Context: an optimization exercise on an open-source flow, tuned for small area, a short achievable clock period and few clock cycles per item. The choices shown serve that exercise and are no tape-out recipe.
Only simulation tests tie the RTL to the original design; equivalence was not proved.

## flow/design.v (module list and top-level ports; edited modules follow where they fit)
// module karatsuba_mul_sequencer: 5786 lines
module karatsuba_mul_sequencer #(
  parameter int HW    = 64,
  parameter int CNT_W = 7
) (
  input  logic              clk,
  input  logic              rst_n,
  input  logic              in_valid,
  output logic              in_ready,
  input  logic [2*HW-1:0]   a,
  input  logic [2*HW-1:0]   b,
  output logic              out_valid,
  input  logic              out_ready,
  output logic [4*HW-1:0]   product,
  output logic              busy
);
  // ...
==> flow/flow/run.sh <==
#!/bin/bash
# Layout flow: the standard layout (standard.sh) with one change in synthesis: Yosys's
# synth runs with -noabc, so extract_fa finds the RTL's full adders before any ABC pass has
# restructured them (fewer polarity inverters between adders). The rest of synthesis
# (synth_recipe.tcl: -nofsm -noshare, flatten, renames) and every later step are unchanged.
set -euo pipefail
cd "$(dirname "$0")/.."
work=$(pwd)
sed 's/yosys synth -nofsm -noshare /yosys synth -nofsm -noshare -noabc /' synth_recipe.tcl > flow_synth.tcl
grep -q -- '-noabc' flow_synth.tcl
sed "s#${work}/synth_recipe.tcl#${work}/flow_synth.tcl#g" standard.sh > flow_standard.sh
grep -q "${work}/flow_synth.tcl" flow_standard.sh
bash flow_standard.sh finish > flow_make.log 2>&1
test -f out/final.def
==> flow/standard.sh <==
#!/bin/bash
# synth_recipe.tcl (not shown) runs the flow's synth.tcl, then flattens the netlist and writes it again
# the make line also repeats each setting of config.mk as NAME=value (left out here)
make -C /OpenROAD-flow-scripts/flow DESIGN_CONFIG=/design/flow/config.mk WORK_HOME=/design/flow/orfs CLKGATE_MAP_FILE= SYNTH_SCRIPT=/design/flow/synth_recipe.tcl "${@:-finish}"
==> flow/config.mk <==
export PLATFORM = sky130hd
export DESIGN_NAME = karatsuba_mul_sequencer
export DESIGN_NICKNAME = karatsuba_mul_sequencer
export VERILOG_FILES = /design/flow/design.v
export SDC_FILE = /design/flow/constraint.sdc
export NUM_CORES = 4
export LEC_CHECK = 0
export CAP_MARGIN = 20
export CORE_MARGIN = 2
export CORE_UTILIZATION = 30
export SETUP_SLACK_MARGIN = 5
export SLEW_MARGIN = 60
==> flow/constraint.sdc <==
create_clock -name core_clock -period 11.0 [get_ports {clk}]
set_input_delay 2.2000 -clock core_clock [delete_from_list [all_inputs] [get_ports {clk}]]
set_output_delay 2.2000 -clock core_clock [all_outputs]
set_load 0.01 [all_outputs]
==> flow_metrics.env, run 1 <==
export IMPL_ys_top_cells_by_area="fa_1 (35%), edfxtp_1 (25%), xnor2_1 (15%)"
export IMPL_synth_xor_xnor_area_share_pct=15.87
export IMPL_wl_met3_um=66640
export IMPL_finalHoldViolCount=0
export IMPL_status="complete, no violations"
export IMPL_coreArea_sq_um=402000
export IMPL_synth_area_sq_um=120900
export IMPL_cp_common_cell="fa_1"
export IMPL_clockBufferDepth=3
export IMPL_fillers=39470
export IMPL_ant_nets=0
export IMPL_synth_edf_count=991
export IMPL_setup_ws_ns=5.607
export IMPL_fin_crit_sh_pct=49.03
export IMPL_nWellTaps=5287
export IMPL_synth_nets=12870
export IMPL_drt_first_pass_iters=8
export IMPL_clkCellAreaFrac_pct=2.950
export IMPL_layout_drive_gt1_share_pct=6.656
export IMPL_gr_total_overflow=0
export IMPL_synth_top_area_cell="fa_1"
export IMPL_synth_fa_ha_area_share_pct=38.18
export IMPL_die_area_sq_um=408200
export IMPL_root_buffer="clkbuf_16"
export IMPL_pin_count=519
export IMPL_routed_wl_um=523700
export IMPL_wl_per_cell_um=33.81
export IMPL_largest_cell_class="multi-input gates"
export IMPL_worstPathRequired_ns=11.58
export IMPL_initial_core_util_pct=30.08
export IMPL_dr_max_layer_used="met5"
Testbench counts, summed over its fixed seeds: cycles 792, items 192.
==> run 2, diff against run 1 <==
--- a/flow/design.v
+++ b/flow/design.v
@@ -44,16 +44,20 @@
       two[t] = (b1 & ~b0 & ~bm) | (~b1 & b0 & bm);
       neg[t] = b1;
     end
     enc = {neg, two, one};
   endfunction
   logic [47:0] enc_ld, enc_nx;
   assign enc_ld = enc(b[K-1:0], 1'b0);
   assign enc_nx = enc(b_r[2*K-1:K], b_r[K-1]);
+  logic [K-1:0] b_nx;
+  logic         bp_nx, bprev_r;
+  assign b_nx  = in_ready ? b[K-1:0] : (adv ? b_r[2*K-1:K] : b_r[K-1:0]);
+  assign bp_nx = in_ready ? 1'b0 : (adv ? b_r[K-1] : bprev_r);
   logic [128:0] sg, cg;
   assign sg = {s_r[128] | first_r, s_r[127:0] & {128{~first_r}}};
   assign cg = c_r & {129{~first_r}};
   logic [128:0] aext, a2;
   assign aext = {a_r[127], a_r};
   assign a2   = {a_r, 1'b0};
   logic [128:0] u0;
   assign u0[63:0] = ((aext[63:0] & {64{one_r[0]}}) | (a2[63:0] & {64{two_r[0]}})) ^ {64{neg_r[0]}};
@@ -5754,33 +5758,35 @@
       if (fin_done) ov_r <= 1'b1;
       else if (out_ready) ov_r <= 1'b0;
     end
   end
   always_ff @(posedge clk) begin
     if (in_ready) begin
       a_r <= a;
       b_r <= b;
-      {neg_r, two_r, one_r} <= enc_ld;
-      {negn_r, twon_r, onen_r} <= ~enc_ld;
+      bprev_r <= 1'b0;
     end else if (adv) begin
       b_r <= b_r >> K;
-      {neg_r, two_r, one_r} <= enc_nx;
-      {negn_r, twon_r, onen_r} <= ~enc_nx;
+      bprev_r <= b_r[K-1];
     end
     if (run_r & adv) begin
       s_r  <= ts[128+K:K];
       c_r  <= tc[128+K:K];
       ls_r <= ts[K-1:0];
       lc_r <= tc[K-1:0];
     end
     if (pend_r) begin
       cin_r <= lsum[K];
       plo_r <= {lsum[K-1:0], plo_r[95:K]};
     end
     if (fin_done) begin
       product_r <= {hsum, plo_r};
     end
   end
+  always_ff @(posedge clk) begin
+    {neg_r, two_r, one_r} <= enc(b_nx, bp_nx);
+    {negn_r, twon_r, onen_r} <= ~enc(b_nx, bp_nx);
+  end
   assign out_valid = ov_r;
   assign busy      = run_r | fin_r | ov_r;
   assign product   = product_r;
 endmodule
==> flow_metrics.env, run 2 <==
export IMPL_hpwl_um=333900
export IMPL_clockBufferDepth=4
export IMPL_largest_reg_flops=256
export IMPL_synth_top_flop_cell="edfxtp_1"
export IMPL_synth_top_area_cell="fa_1"
export IMPL_cts_sinks=1032
export IMPL_drt_iter0_drc=12720
export IMPL_avgSynthCellArea_sq_um=11.87
export IMPL_vias_per_cell=5.946
export IMPL_grt_antenna_before_repair=39
export IMPL_cts_hold_buffers=0
export IMPL_synth_common_cells="fa_1 (2107), xnor2_1 (2024), o22ai_1 (1028)"
export IMPL_clk_latency_ns=0.87
export IMPL_crit_arrival_ns=6.02
export IMPL_critPathMaxFanout=6
export IMPL_worst_pin_slew_ns=0.6680
export IMPL_setup_viol=0
export IMPL_ctsResizeCount=0
export IMPL_cts_htree_levels=4
export IMPL_endpoint_kind="flip-flop"
export IMPL_drt_first_pass_iters=9
export IMPL_clock_fmax_ghz=0.1837
export IMPL_clock_skew_ns=0.07637
export IMPL_nets=12740
export IMPL_tns_ns=0
export IMPL_yosysMostFrequentCell="fa_1"
export IMPL_initial_core_util_pct=30.08
export IMPL_reg_top3="product_r (256), a_r (128), b_r (128)"
export IMPL_finish_utilization_pct=34.48
export IMPL_clk_pin_slew_ns=0.07
export IMPL_ys_types=63
export IMPL_hold_start="plo_r[25]"
export IMPL_gp_congestion=0.9106
export IMPL_root_buffer="clkbuf_16"
export IMPL_final_cell_mix="fa_1 (2107), xnor2_1 (2024), o22ai_1 (1028)"
export IMPL_synth_nets=12870
export IMPL_routed_wl_um=501300
export IMPL_rsz0062_at_grt="false"
export IMPL_cts_tree="done"
export IMPL_synthCells=10190
export IMPL_gr_total_overflow=0
export IMPL_status="complete, no violations"
export IMPL_cp_common_cell="a21o_1"
export IMPL_fin_crit_ns=5.445
export IMPL_coreArea_sq_um=402000
export IMPL_yosysWarnings=1
export IMPL_synth_top_area_share_pct=34.88
export IMPL_synth_async_reset_ratio_pct=0.7752
export IMPL_slew_violations=0
export IMPL_ant_nets=0
export IMPL_final_common_cell="fa_1"
export IMPL_grt_pass1_wl_um=707200
export IMPL_layout_drive_gt1_share_pct=7.222
export IMPL_drv_cap=0
export IMPL_pin_count=519
export IMPL_critPathLaunch="c_r[17]"
export IMPL_slew_headroom_pct=55.47
export IMPL_fp_dieW_um=638.9
export IMPL_finalHoldViolCount=0
export IMPL_synth_area_sq_um=120900
export IMPL_synth_edf_count=927
export IMPL_hp_class="flip-flop to flip-flop"
export IMPL_start_kind="flip-flop"
export IMPL_critPathKind="flip-flop to flip-flop"
export IMPL_cts_buffers=138
export IMPL_synth_seq_cells=1032
export IMPL_port_buffers=518
export IMPL_slowest_delay_ns=0.49
export IMPL_areaGrowthSynthToFinish_pct=14.63
export IMPL_grt_pass1_vias=96470
export IMPL_fin_crit_sh_pct=49.50
export IMPL_cp_slowest_cell="a221oi_1"
export IMPL_die_area_sq_um=408200
export IMPL_cts_setup_buffers=0
export IMPL_dieHeight_um=638.9
export IMPL_worstReg2RegStart="c_r[17]"
export IMPL_fp_row_count=233
export IMPL_largest_register="product_r"
export IMPL_grt_max_degree=96
export IMPL_drc=0
export IMPL_wl_per_cell_um=32.45
export IMPL_grt_usage_pct=23.96
export IMPL_via_count=91850
export IMPL_worstPathRequired_ns=11.58
export IMPL_ys_top_cells_by_area="fa_1 (35%), edfxtp_1 (23%), xnor2_1 (15%)"
export IMPL_synth_seq_area_share_pct=24.79
export IMPL_cp_cell_sequence="ha_1 -> a21oi_1 -> o21ai_1 -> a221oi_1 -> buf_1 -> o221ai_1 -> a311o_1 -> a21oi_4 -> o21ai_2 -> a21boi_1 -> inv_1 -> a21o_1 -> a21o_1 -> a21o_1 -> fa_1 -> xor2_1"
==> run 2: per-stage QoR <==
| stage | setup WS [ns] | std cells | instance area (sq um) | hold WS (ns) |
|---|---|---|---|---|
| after floorplan | 0.7023 | 10190 | 121000 | 0.4003 |
| after global placement | 4.798 | 15080 | 130600 | 0.4004 |
| after detailed placement | 5.755 | 15180 | 133500 | 0.4045 |
| after CTS | 5.759 | 15410 | 137900 | 0.4140 |
| after global routing | 5.340 | 15440 | 138600 | 0.4240 |
| final | 5.555 | 15450 | 138600 | 0.4064 |
==> run 2: kinds of logic after synthesis <==
| group | after synthesis | share of synthesized area, % |
|---|---|---|
| simple gates | 800 | 3.344 |
| flops | 1032 | 24.79 |
| xor+xnor | 2174 | 15.74 |
| compound gates | 2387 | 13.64 |
| mux | 12 | 0.1004 |
| buf+inv | 1354 | 4.202 |
| fa+ha+maj | 2426 | 38.18 |
==> run 2: final timing paths <==
kind	end	slack, ns	cells past startpoint
max in group asynchronous	pend_r	9.52	1
worst min-delay path	product_r[25]	0.41	0
worst max register to register	product_r[219]	5.56	16
min in group asynchronous	ov_r	1.21	1
worst min register to register	product_r[25]	0.41	0
worst max-delay path	product_r[219]	5.56	16
==> run 2: critical path: cells and delay by family, from the launching register on <==
family / cells / cell delay, ns
AO/OA/AOI/OAI: 11 / 3.37
adder cells (fa/ha/maj): 2 / 0.75
buffers and inverters: 2 / 0.47
flip-flops: 1 / 0.41
XOR/XNOR: 1 / 0.15
==> run 2: cell type report <==
| cell class | instances | area [sq um] |
|---|---|---|
| inverter | 220 | 945.9 |
| multi-input combinational | 7799 | 86030 |
| sequential | 1032 | 30310 |
| clock inverter | 75 | 815.8 |
| fill | 39430 | 263400 |
| timing repair buffer | 864 | 10250 |
| tap | 5287 | 6615 |
| antenna | 11 | 27.53 |
| clock buffer | 160 | 3631 |
==> run 2: layer usage <==
metal	vias to the layer above	global-route usage, %	wire, um
li1	35170	-	-
met1	46570	27.98	172900
met2	7751	38.48	229900
met3	2345	6.737	58700
met4	22	15.77	39620
met5	-	0.03545	147
Testbench counts of run 2, summed over its fixed seeds: cycles 792, items 192.
==> run 3, diff against run 2 <==
--- a/flow/config.mk
+++ b/flow/config.mk
@@ -5,6 +5,7 @@
 export SDC_FILE = /design/flow/constraint.sdc
 export NUM_CORES = 4
 export LEC_CHECK = 0
+export ABC_CLOCK_PERIOD_IN_PS = 4500
 export CAP_MARGIN = 20
 export CORE_MARGIN = 2
 export CORE_UTILIZATION = 30
==> flow_metrics.env, run 3 <==
export IMPL_status="complete, no violations"
export IMPL_nets=12740
export IMPL_cp_slowest_cell="a221oi_1"
export IMPL_hp_class="flip-flop to flip-flop"
export IMPL_finish_utilization_pct=34.48
export IMPL_crit_arrival_ns=6.02
export IMPL_critPathLaunch="c_r[17]"
export IMPL_cp_depth=16
export IMPL_synth_edf_count=927
export IMPL_r2r_cells=16
export IMPL_seqCellArea_sq_um=30310
export IMPL_cts_setup_buffers=0
export IMPL_synth_top_area_cell="fa_1"
export IMPL_fin_crit_ns=5.445
export IMPL_synth_nets=12870
export IMPL_layout_drive_gt1_share_pct=7.222
export IMPL_clock_skew_ns=0.07637
export IMPL_fp_row_count=233
export IMPL_fillers=39430
export IMPL_grt_usage_pct=23.96
export IMPL_final_common_cell="fa_1"
export IMPL_grt_pass1_wl_um=707200
export IMPL_cts_sinks=1032
export IMPL_regToRegEndpoint="product_r[219]"
export IMPL_dieHeight_um=638.9
export IMPL_coreArea_sq_um=402000
export IMPL_synth_async_reset_ratio_pct=0.7752
export IMPL_via_count=91850
export IMPL_die_area_sq_um=408200
export IMPL_setup_viol=0
export IMPL_drt_iter0_drc=12720
export IMPL_setup_ws_ns=5.555
export IMPL_slew_headroom_pct=55.47
export IMPL_grt_pass1_vias=96470
export IMPL_fp_dieW_um=638.9
export IMPL_dp_slack_ns=5.755
export IMPL_cts_htree_levels=4
export IMPL_cp_cell_sequence="ha_1 -> a21oi_1 -> o21ai_1 -> a221oi_1 -> buf_1 -> o221ai_1 -> a311o_1 -> a21oi_4 -> o21ai_2 -> a21boi_1 -> inv_1 -> a21o_1 -> a21o_1 -> a21o_1 -> fa_1 -> xor2_1"
export IMPL_port_buffers=518
export IMPL_drc=0
export IMPL_synth_top_area_share_pct=34.88
export IMPL_worst_pin_slew_ns=0.6680
export IMPL_grt_max_degree=96
export IMPL_synth_seq_area_share_pct=24.79
export IMPL_final_cell_area_sq_um=138600
export IMPL_multi_input_area_sq_um=86030
export IMPL_vias_per_cell=5.946
export IMPL_final_cell_mix="fa_1 (2107), xnor2_1 (2024), o22ai_1 (1028)"
export IMPL_ys_types=63
export IMPL_pin_count=519
export IMPL_avgSynthCellArea_sq_um=11.87
export IMPL_endpoint_kind="flip-flop"
export IMPL_largest_register="product_r"
export IMPL_ant_nets=0
export IMPL_rsz0062_at_grt="false"
export IMPL_slowest_delay_ns=0.49
export IMPL_cts_buffers=138
export IMPL_clk_pin_slew_ns=0.07
export IMPL_gp_congestion=0.9106
export IMPL_hpwl_um=333900
export IMPL_worstPathRequired_ns=11.58
export IMPL_yosysMostFrequentCell="fa_1"
export IMPL_reg_top3="product_r (256), a_r (128), b_r (128)"
export IMPL_dpl_instance_area_sq_um=133500
export IMPL_synth_top_flop_cell="edfxtp_1"
export IMPL_finalHoldViolCount=0
export IMPL_yosysWarnings=1
export IMPL_cts_hold_buffers=0
export IMPL_critPathCapture="product_r[219]"
export IMPL_gr_total_overflow=0
export IMPL_worstReg2RegStart="c_r[17]"
export IMPL_clk_latency_ns=0.87
export IMPL_routed_wl_um=501300
export IMPL_tns_ns=0
export IMPL_critPathKind="flip-flop to flip-flop"
export IMPL_synth_common_cells="fa_1 (2107), xnor2_1 (2024), o22ai_1 (1028)"
export IMPL_ctsResizeCount=0
export IMPL_clock_fmax_ghz=0.1837
export IMPL_largest_reg_flops=256
export IMPL_initial_core_util_pct=30.08
export IMPL_grt_antenna_before_repair=39
export IMPL_clockBufferDepth=4
export IMPL_timing_hold_ws_ns=0.4064
export IMPL_reg2reg_setup_slack_ns=5.56
export IMPL_fin_crit_sh_pct=49.50
export IMPL_areaGrowthSynthToFinish_pct=14.63
export IMPL_cp_common_cell="a21o_1"
export IMPL_start_kind="flip-flop"
export IMPL_synth_area_sq_um=120900
export IMPL_critPathMaxFanout=6
export IMPL_wl_per_cell_um=32.45
export IMPL_root_buffer="clkbuf_16"
export IMPL_path_buf_inv=2
export IMPL_synthCells=10190
export IMPL_ys_top_cells_by_area="fa_1 (35%), edfxtp_1 (23%), xnor2_1 (15%)"
export IMPL_slew_violations=0
export IMPL_synth_seq_cells=1032
export IMPL_cts_tree="done"
export IMPL_drt_first_pass_iters=9
export IMPL_cpLargestDelayFamily="compound AO/OA/AOI/OAI gates"
export IMPL_drv_cap=0
-- run 3: cell counts after synthesis --
No cell type changed its count.
-- run 3: cell families (layout without fill, tap and decap cells) --
| kind of cell | after synthesis | after routing | synth area share [%] |
|---|---|---|---|
| fa+ha+maj | 2426 | 2426 | 38.18 |
| simple gates | 800 | 800 | 3.344 |
| flops | 1032 | 1032 | 24.79 |
| mux | 12 | 12 | 0.1004 |
| other cells | 0 | 11 | 0 |
| compound gates | 2387 | 2387 | 13.64 |
| xor+xnor | 2174 | 2174 | 15.74 |
| buf+inv | 1354 | 1319 | 4.202 |
-- run 3: how the worst min path moves through the flow --
| stage | startpoint | to | cells past startpoint |
|---|---|---|---|
| 6_report | plo_r[25] | product_r[25] | 0 |
| 5_1_grt | plo_r[20] | product_r[20] | 0 |
| 4_1_cts | plo_r[25] | product_r[25] | 0 |
| 3_5_place_dp | plo_r[13] | product_r[13] | 0 |
| 3_3_place_gp | plo_r[9] | product_r[9] | 0 |
| 2_1_floorplan | plo_r[0] | product_r[0] | 0 |
-- run 3: area by class of cell --
class	instances	share of cell area, %
diodes	11	0.01986
repair buffers	864	7.392
flip-flops and latches	1032	21.86
well taps	5287	4.772
inverters	220	0.6823
clock buffers	160	2.619
multi-input cells	7799	62.06
clock inverters	75	0.5885
-- run 3: metrics by stage --
stage                     cells
after global routing      15440
after floorplan           10190
final                     15450
after CTS                 15410
after detailed placement  15180
after global placement    15080
-- run 3: routing by layer --
metal | track usage, % | up-vias | wire length [um]
met2 | 38.48 | 7751 | 229900
li1 | - | 35170 | -
met4 | 15.77 | 22 | 39620
met5 | 0.03545 | - | 147
met3 | 6.737 | 2345 | 58700
met1 | 27.98 | 46570 | 172900
==> run 4, diff against run 3 <==
--- a/flow/config.mk
+++ b/flow/config.mk
@@ -5,9 +5,8 @@
 export SDC_FILE = /design/flow/constraint.sdc
 export NUM_CORES = 4
 export LEC_CHECK = 0
-export ABC_CLOCK_PERIOD_IN_PS = 4500
 export CAP_MARGIN = 20
 export CORE_MARGIN = 2
 export CORE_UTILIZATION = 30
 export SETUP_SLACK_MARGIN = 5
-export SLEW_MARGIN = 60
+export SLEW_MARGIN = 30
==> flow_metrics.env, run 4 <==
export IMPL_clock_fmax_ghz=0.1720
export IMPL_synth_seq_area_share_pct=24.79
export IMPL_dp_cells=15090
export IMPL_cts_sinks=1032
export IMPL_clk_pin_slew_ns=0.06
export IMPL_finalHoldViolCount=0
export IMPL_slowest_delay_ns=0.68
export IMPL_hpwl_um=319300
export IMPL_ctsResizeCount=0
export IMPL_final_cell_mix="fa_1 (2107), xnor2_1 (2024), o22ai_1 (1028)"
export IMPL_cp_cell_sequence="ha_1 -> a21oi_1 -> o21ai_0 -> a221oi_1 -> o221ai_1 -> a311o_1 -> a21oi_4 -> inv_2 -> a31oi_4 -> o41ai_2 -> o31a_1 -> a31o_1 -> a31o_1 -> fa_1"
export IMPL_fin_crit_sh_pct=52.85
export IMPL_yosysMostFrequentCell="fa_1"
export IMPL_fp_dieW_um=638.9
export IMPL_met2_usage_pct=38.56
export IMPL_routed_wl_um=498800
export IMPL_areaGrowthSynthToFinish_pct=11.72
export IMPL_grt_use_met1_pct=27.46
export IMPL_layout_drive_gt1_share_pct=6.081
export IMPL_final_common_cell="fa_1"
export IMPL_largest_register="product_r"
export IMPL_root_buffer="clkbuf_16"
export IMPL_die_area_sq_um=408200
export IMPL_drt_first_pass_iters=13
export IMPL_synth_area_sq_um=120900
export IMPL_yosysWarnings=1
export IMPL_grt_busiest_layer="met2"
export IMPL_gp_congestion=0.9106
export IMPL_fin_cells=15330
export IMPL_synth_seq_cells=1032
export IMPL_grt_pass1_wl_um=705000
export IMPL_clockBufferDepth=3
export IMPL_via_count=91630
export IMPL_clk_latency_ns=0.85
export IMPL_cp_common_cell="a31o_1"
export IMPL_hp_class="flip-flop to flip-flop"
export IMPL_drc=0
export IMPL_synth_edf_count=927
export IMPL_gr_total_overflow=0
export IMPL_grt_pass1_vias=96700
export IMPL_cts_htree_levels=3
export IMPL_grt_max_degree=146
export IMPL_synth_top_flop_cell="edfxtp_1"
export IMPL_cp_slowest_cell="a221oi_1"
export IMPL_cts_buffers=121
export IMPL_nets=12610
export IMPL_worst_pin_slew_ns=1.173
export IMPL_cts_tree="done"
export IMPL_grt_antenna_before_repair=47
export IMPL_fp_row_count=233
export IMPL_endpoint_kind="flip-flop"
export IMPL_crit_arrival_ns=6.36
export IMPL_synth_common_cells="fa_1 (2107), xnor2_1 (2024), o22ai_1 (1028)"
export IMPL_tns_ns=0
export IMPL_final_cell_area_sq_um=135100
export IMPL_dieHeight_um=638.9
export IMPL_start_kind="flip-flop"
export IMPL_synth_nets=12870
export IMPL_critPathMaxFanout=4
export IMPL_cts_hold_buffers=0
export IMPL_fin_crit_ns=5.814
export IMPL_largest_reg_flops=256
export IMPL_initial_core_util_pct=30.08
export IMPL_ys_types=63
export IMPL_drv_cap=0
export IMPL_finish_utilization_pct=33.61
export IMPL_status="complete, no violations"
export IMPL_path_buf_inv=1
export IMPL_grt_usage_pct=23.85
export IMPL_synthCells=10190
export IMPL_port_buffers=518
export IMPL_synth_top_area_cell="fa_1"
export IMPL_use_met3_pct=7.019
export IMPL_coreArea_sq_um=402000
export IMPL_setup_viol=0
export IMPL_ys_top_cells_by_area="fa_1 (35%), edfxtp_1 (23%), xnor2_1 (15%)"
export IMPL_reg_top3="product_r (256), a_r (128), b_r (128)"
export IMPL_synth_top_area_share_pct=34.88
export IMPL_worstPathRequired_ns=11.55
export IMPL_vias_per_cell=5.978
export IMPL_slew_violations=0
export IMPL_clock_skew_ns=0.05862
export IMPL_avgSynthCellArea_sq_um=11.87
export IMPL_cpLargestDelayFamily="compound AO/OA/AOI/OAI gates"
export IMPL_drt_iter0_drc=12710
export IMPL_pin_count=519
export IMPL_critPathKind="flip-flop to flip-flop"
export IMPL_rsz0062_at_grt="false"
export IMPL_dpl_instance_area_sq_um=130800
export IMPL_wl_per_cell_um=32.54
export IMPL_synth_async_reset_ratio_pct=0.7752
export IMPL_cts_setup_buffers=0
export IMPL_slew_headroom_pct=21.79
export IMPL_fillers=39640
export IMPL_ant_nets=0
-- run 4: cell counts after synthesis --
No cell type changed its count.
-- run 4: stage by stage --
step	setup WS, ns	hold slack, ns
floorplan	0.7023	0.4003
global placement	4.798	0.4004
detailed placement	4.819	0.4045
CTS	5.338	0.4187
global route	5.107	0.4244
finish	5.186	0.4182
-- run 4: layout make-up --
class / instances / area [sq um] / area share, %
Sequential cell: 1032 / 30290 / 22.42
Inverter: 220 / 849.6 / 0.6288
Timing Repair Buffer: 751 / 7178 / 5.313
Clock buffer: 142 / 3178 / 2.352
Multi-Input combinational cell: 7799 / 85920 / 63.59
Antenna cell: 10 / 25.02 / 0.01852
Clock inverter: 87 / 1059 / 0.7834
Tap cell: 5287 / 6615 / 4.896
-- run 4: cells by family after synthesis --
family	share of synthesized area (%)
adders and majority gates	38.18
DFF	24.79
xor gates and xnor gates	15.74
muxes	0.1004
AOI/OAI and AO/OA	13.64
buffers and inverters	4.202
and+or+nand+nor	3.344
-- run 4: layer usage --
metal / vias up / part of all wire, %
met5: - / 0.055
met2: 7799 / 46
met1: 46360 / 34
li1: 34920 / -
met3: 2516 / 12
met4: 38 / 8.0
-- run 4: final timing paths --
path,start,endpoint,slack (ns),cells past startpoint
max,c_r[17],product_r[254],5.19,14
min,plo_r[7],product_r[7],0.42,0
max reg2reg,c_r[17],product_r[254],5.19,14
min reg2reg,plo_r[7],product_r[7],0.42,0
max in group asynchronous,rst_n,pend_r,8.85,1
min in group asynchronous,rst_n,ov_r,1.73,1
==> run 5, diff against run 4 <==
--- a/flow/config.mk
+++ b/flow/config.mk
@@ -9,4 +9,4 @@
 export CORE_MARGIN = 2
 export CORE_UTILIZATION = 30
 export SETUP_SLACK_MARGIN = 5
-export SLEW_MARGIN = 30
+export SLEW_MARGIN = 80
==> flow_metrics.env, run 5 <==
export IMPL_port_buffers=518
export IMPL_wl_per_cell_um=31.76
export IMPL_root_buffer="clkbuf_16"
export IMPL_synth_area_sq_um=120900
export IMPL_reg2reg_setup_slack_ns=5.31
export IMPL_endpoint_kind="flip-flop"
export IMPL_coreArea_sq_um=402000
export IMPL_dieHeight_um=638.9
export IMPL_synthCells=10190
export IMPL_drt_iter0_drc=12950
export IMPL_tns_ns=0
export IMPL_initial_core_util_pct=30.08
export IMPL_critPathLaunch="c_r[21]"
export IMPL_grt_antenna_before_repair=42
export IMPL_grt_usage_pct=24.44
export IMPL_hp_class="flip-flop to flip-flop"
export IMPL_synth_edf_count=927
export IMPL_cts_sinks=1032
export IMPL_synth_top_area_cell="fa_1"
export IMPL_worst_pin_slew_ns=0.3346
export IMPL_worstPathRequired_ns=11.56
export IMPL_ant_nets=0
export IMPL_final_common_cell="fa_1"
export IMPL_drv_cap=0
export IMPL_routed_wl_um=509100
export IMPL_rsz0062_at_grt="false"
export IMPL_synth_common_cells="fa_1 (2107), xnor2_1 (2024), o22ai_1 (1028)"
export IMPL_grt_pass1_wl_um=724500
export IMPL_crit_arrival_ns=6.25
export IMPL_clock_fmax_ghz=0.1757
export IMPL_drc=0
export IMPL_pin_count=519
export IMPL_cts_hold_buffers=0
export IMPL_slew_headroom_pct=77.59
export IMPL_gr_total_overflow=0
export IMPL_fillers=38050
export IMPL_timing_hold_ws_ns=0.4171
export IMPL_layout_drive_gt1_share_pct=14.17
export IMPL_areaGrowthSynthToFinish_pct=24.79
export IMPL_hpwl_um=390600
export IMPL_slew_violations=0
export IMPL_largest_register="product_r"
export IMPL_cts_htree_levels=4
export IMPL_fp_row_count=233
export IMPL_reg_top3="product_r (256), a_r (128), b_r (128)"
export IMPL_clk_latency_ns=0.88
export IMPL_ys_types=63
export IMPL_ys_top_cells_by_area="fa_1 (35%), edfxtp_1 (23%), xnor2_1 (15%)"
export IMPL_synth_top_area_share_pct=34.88
export IMPL_yosysWarnings=1
export IMPL_hold_start="plo_r[7]"
export IMPL_clk_pin_slew_ns=0.06
export IMPL_final_cell_mix="fa_1 (2092), xnor2_1 (1980), o22ai_1 (1023)"
export IMPL_fin_cells=16030
export IMPL_fp_dieW_um=638.9
export IMPL_fin_crit_ns=5.692
export IMPL_finalHoldViolCount=0
export IMPL_fin_crit_sh_pct=51.75
export IMPL_via_count=94850
export IMPL_die_area_sq_um=408200
export IMPL_status="complete, no violations"
export IMPL_synth_async_reset_ratio_pct=0.7752
export IMPL_critPathMaxFanout=4
export IMPL_nets=13330
export IMPL_synth_seq_cells=1032
export IMPL_clockBufferDepth=4
export IMPL_synth_top_flop_cell="edfxtp_1"
export IMPL_clock_skew_ns=0.07476
export IMPL_critPathKind="flip-flop to flip-flop"
export IMPL_worstReg2RegStart="c_r[21]"
export IMPL_drt_first_pass_iters=9
export IMPL_gp_congestion=0.9106
export IMPL_vias_per_cell=5.916
export IMPL_yosysMostFrequentCell="fa_1"
export IMPL_grt_pass1_vias=100100
export IMPL_avgSynthCellArea_sq_um=11.87
export IMPL_largest_reg_flops=256
export IMPL_setup_viol=0
export IMPL_synth_nets=12870
export IMPL_cts_tree="done"
export IMPL_start_kind="flip-flop"
export IMPL_grt_max_degree=46
export IMPL_dp_cells=15750
export IMPL_cts_buffers=138
export IMPL_synth_seq_area_share_pct=24.79
-- run 5: cells by family after synthesis --
family / Yosys count / share of synthesized area, %
adder cells (fa/ha/maj): 2426 / 38.18
buffers and inverters: 1354 / 4.202
AO/OA/AOI/OAI: 2387 / 13.64
AND/OR/NAND/NOR: 800 / 3.344
flip-flops: 1032 / 24.79
XOR/XNOR: 2174 / 15.74
multiplexers: 12 / 0.1004
-- run 5: per-layer routing --
metal  share of wire, %  vias to the layer above  global-route usage, %  wire length (um)
met4                8.4                       28                  16.48             42900
li1                   -                    36370                      -                 -
met2                 46                     8140                  39.54            234400
met1                 34                    47680                  27.92            171700
met3                 12                     2634                  7.197             59840
met5              0.054                        -                 0.1772               275
-- run 5: through the flow --
stage / worst slack, ns / cell area (sq um) / util, %
global placement: 4.798 / 130600 / 32.47
global route: 5.176 / 150900 / 37.54
floorplan: 0.7023 / 121000 / -
detailed placement: 4.946 / 145600 / 36.21
CTS: 5.023 / 149900 / 37.30
finish: 5.308 / 150900 / 37.54
-- run 5: critical path: stages, from the launching register on --
cell,delay [ns]
edfxtp_1,0.44
ha_1,0.44
a21o_1,0.20
a21o_1,0.19
a221oi_4,0.27
buf_1,0.24
o221ai_4,0.18
a311o_1,0.39
a21oi_4,0.12
clkbuf_4,0.21
clkbuf_4,0.22
inv_4,0.10
a31oi_4,0.20
buf_4,0.22
buf_2,0.17
buf_4,0.17
o41ai_4,0.08
dlymetal6s2s_1,0.15
buf_1,0.13
o31a_1,0.31
a31o_1,0.25
a31o_1,0.23
fa_1,0.45
-- run 5: worst paths after layout --
check	to	depth (start not counted)
max	product_r[254]	22
min	product_r[7]	0
max reg2reg	product_r[254]	22
min reg2reg	product_r[7]	0
max in group asynchronous	pend_r	1
min in group asynchronous	ov_r	1
-- run 5: final cells by class --
type                            instances  area (sq um)  area share, %
Clock buffer                          161          3591          2.379
Sequential cell                      1032         30320          20.09
Timing Repair Buffer                 1453         20960          13.89
Inverter                              220          1111         0.7362
Clock inverter                         73         768.2         0.5090
Multi-Input combinational cell       7799         87530          58.00
Antenna cell                            7         17.52        0.01161
Tap cell                             5287          6615          4.383
-- run 5: timing repair --
action | 4_1_cts | 5_1_grt
resized for setup | 2 | 9
endpoints found under the setup margin | 1 | 5
setup buffers | 1 | 7
pin swaps | 1 | 2
==> run 6, diff against run 5 <==
--- a/flow/config.mk
+++ b/flow/config.mk
@@ -7,6 +7,6 @@
 export LEC_CHECK = 0
 export CAP_MARGIN = 20
 export CORE_MARGIN = 2
-export CORE_UTILIZATION = 30
+export CORE_UTILIZATION = 40
 export SETUP_SLACK_MARGIN = 5
-export SLEW_MARGIN = 80
+export SLEW_MARGIN = 60
==> flow_metrics.env, run 6 <==
export IMPL_pin_count=519
export IMPL_routed_wl_um=504300
export IMPL_synth_top_area_share_pct=34.88
export IMPL_multi_input_area_sq_um=86120
export IMPL_status="complete, no violations"
export IMPL_initial_core_util_pct=40.27
export IMPL_synth_top_area_cell="fa_1"
export IMPL_slew_violations=0
export IMPL_grt_pass1_wl_um=723500
export IMPL_cts_htree_levels=4
export IMPL_hpwl_um=331500
export IMPL_clk_latency_ns=0.88
export IMPL_synth_common_cells="fa_1 (2107), xnor2_1 (2024), o22ai_1 (1028)"
export IMPL_critPathKind="flip-flop to flip-flop"
export IMPL_clock_skew_ns=0.09350
export IMPL_cts_hold_buffers=0
export IMPL_synth_seq_area_share_pct=24.79
export IMPL_final_common_cell="fa_1"
export IMPL_coreArea_sq_um=300300
export IMPL_critPathMaxFanout=6
export IMPL_seqCellArea_sq_um=30320
export IMPL_reg2reg_setup_slack_ns=5.36
export IMPL_cts_buffers=140
export IMPL_root_buffer="clkbuf_16"
export IMPL_fin_crit_ns=5.641
export IMPL_drc=0
export IMPL_crit_arrival_ns=6.23
export IMPL_wl_per_cell_um=35.76
export IMPL_grt_usage_pct=32.42
export IMPL_start_kind="flip-flop"
export IMPL_ant_nets=0
export IMPL_synth_async_reset_ratio_pct=0.7752
export IMPL_cts_tree="done"
export IMPL_final_cell_mix="fa_1 (2106), xnor2_1 (2023), o22ai_1 (1028)"
export IMPL_fp_dieW_um=553.9
export IMPL_clockBufferDepth=4
export IMPL_die_area_sq_um=306800
export IMPL_layout_drive_gt1_share_pct=7.121
export IMPL_fp_row_count=201
export IMPL_fillers=27160
export IMPL_worstPathRequired_ns=11.58
export IMPL_via_count=93830
export IMPL_drt_iter0_drc=14300
export IMPL_endpoint_kind="flip-flop"
export IMPL_synth_top_flop_cell="edfxtp_1"
export IMPL_synth_area_sq_um=120900
export IMPL_reg_top3="product_r (256), a_r (128), b_r (128)"
export IMPL_synthCells=10190
export IMPL_setup_viol=0
export IMPL_gp_congestion=0.9418
export IMPL_synth_edf_count=927
export IMPL_cts_setup_buffers=0
export IMPL_worst_pin_slew_ns=0.6703
export IMPL_largest_register="product_r"
export IMPL_ys_types=63
export IMPL_avgSynthCellArea_sq_um=11.87
export IMPL_fin_crit_sh_pct=51.28
export IMPL_yosysMostFrequentCell="fa_1"
export IMPL_gr_total_overflow=0
export IMPL_clock_fmax_ghz=0.1773
export IMPL_regToRegEndpoint="product_r[223]"
export IMPL_grt_pass1_vias=100200
export IMPL_synth_seq_cells=1032
export IMPL_port_buffers=518
export IMPL_vias_per_cell=6.652
export IMPL_drt_first_pass_iters=9
export IMPL_finalHoldViolCount=0
export IMPL_slew_headroom_pct=55.31
export IMPL_hold_start="plo_r[9]"
export IMPL_rsz0062_at_grt="false"
export IMPL_drv_cap=0
export IMPL_hold_depth=0
export IMPL_ctsResizeCount=0
export IMPL_ys_top_cells_by_area="fa_1 (35%), edfxtp_1 (23%), xnor2_1 (15%)"
export IMPL_worstReg2RegStart="ls_r[0]"
export IMPL_hp_class="flip-flop to flip-flop"
export IMPL_min_to="product_r[9]"
export IMPL_cts_sinks=1032
export IMPL_yosysWarnings=1
export IMPL_grt_antenna_before_repair=11
export IMPL_largest_reg_flops=256
export IMPL_dieHeight_um=553.9
export IMPL_r2r_cells=16
export IMPL_synth_nets=12870
export IMPL_clk_pin_slew_ns=0.06
export IMPL_tns_ns=0
export IMPL_areaGrowthSynthToFinish_pct=13.03
export IMPL_nets=12720
export IMPL_grt_max_degree=102
==> run 6: cell counts after synthesis <==
No cell type changed its count.
==> run 6: kinds of logic after synthesis <==
| group | Yosys count | share of synthesized area [%] |
|---|---|---|
| adder cells (fa/ha/maj) | 2426 | 38.18 |
| AO/OA/AOI/OAI | 2387 | 13.64 |
| XOR/XNOR | 2174 | 15.74 |
| buffers and inverters | 1354 | 4.202 |
| flip-flops | 1032 | 24.79 |
| AND/OR/NAND/NOR | 800 | 3.344 |
| multiplexers | 12 | 0.1004 |
==> run 6: critical path: stages (launching register included) <==
cell and delay, ns:
edfxtp_1 0.44, fa_1 0.45, fa_1 0.44, nand3_1 0.13
a21oi_1 0.12, o2111ai_1 0.23, nand3_1 0.21, a41o_1 0.44
a21oi_4 0.47, o21ai_4 0.24, a21boi_0 0.38, inv_1 0.28
a21o_1 0.29, a21boi_1 0.53, o21bai_1 0.15, fa_1 0.40
xor2_1 0.16
==> run 6: through the flow <==
step	cell area, sq um	cells	setup slack [ns]	hold WS (ns)	utilization, %
detailed placement	131300	13820	5.201	0.4045	43.74
global route	136700	14100	5.246	0.4215	45.52
global placement	128900	13750	5.410	0.4011	42.93
CTS	135800	14070	5.427	0.4160	45.22
floorplan	121000	10190	0.7023	0.4003	-
finish	136700	14110	5.359	0.4139	45.52
==> run 6: layout make-up <==
cell class	instances	area share, %
multi-input cells	7799	63.00
clock inverters	78	0.5922
diodes	8	0.01465
repair buffers	845	7.237
clock buffers	165	2.670
inverters	220	0.6773
flip-flops and latches	1032	22.18
well taps	3958	3.623
==> run 6: worst max path at each step <==
stage / start / to / slack [ns]
floorplan: out_ready / c_r[0] / 0.70
global placement: ls_r[0] / product_r[223] / 5.41
detailed placement: out_ready / c_r[81] / 5.20
CTS: ls_r[0] / product_r[223] / 5.43
global route: ls_r[0] / product_r[223] / 5.25
finish: ls_r[0] / product_r[223] / 5.36
==> run 6: metal layers <==
metal / vias up / share of wire, % / GRT usage (%)
met5: - / 0.028 / 0.06251
met4: 8 / 8.1 / 21.06
met3: 2390 / 14 / 10.65
met2: 8757 / 44 / 49.17
met1: 47560 / 34 / 39.56
li1: 35120 / - / -

[separate check: timing with driven ports]
The flow's constraints put no driver on any port. The routed layouts listed below were extracted and timed again, unchanged, in two steps.
Step 1 assumes that a clkbuf_16 drives the clock port and a buf_2 every other input.
Step 2 moves the port delays by t, midway between the first and last clock arrival at a register: inputs arrive t later, outputs are due t later. That takes back most of the time a late clock gives input paths.
Slacks: no drivers / after step 1 / after step 2; pairs: no drivers / after step 1.
| run | shift t [ns] | setup slack, ns | clock arrival spread, ns |
|---|---|---|---|
| run 1 | 0.949 | 5.607 / 5.607 / 5.607 | 0.064 / 0.064 |
| run 2 | 0.959 | 5.555 / 5.555 / 5.555 | 0.081 / 0.081 |
| run 3 | 0.959 | 5.555 / 5.555 / 5.555 | 0.081 / 0.081 |
| run 4 | 0.936 | 5.186 / 5.186 / 4.804 | 0.059 / 0.059 |
| run 5 | 0.963 | 5.308 / 5.308 / 5.308 | 0.074 / 0.074 |
| run 6 | 0.939 | 5.359 / 5.359 / 5.067 | 0.096 / 0.096 |
After both steps setup and hold are still met in every run listed. The setup slack of run 4, which loses most, moves by 0.000 ns with the drivers and by -0.382 ns with both steps.
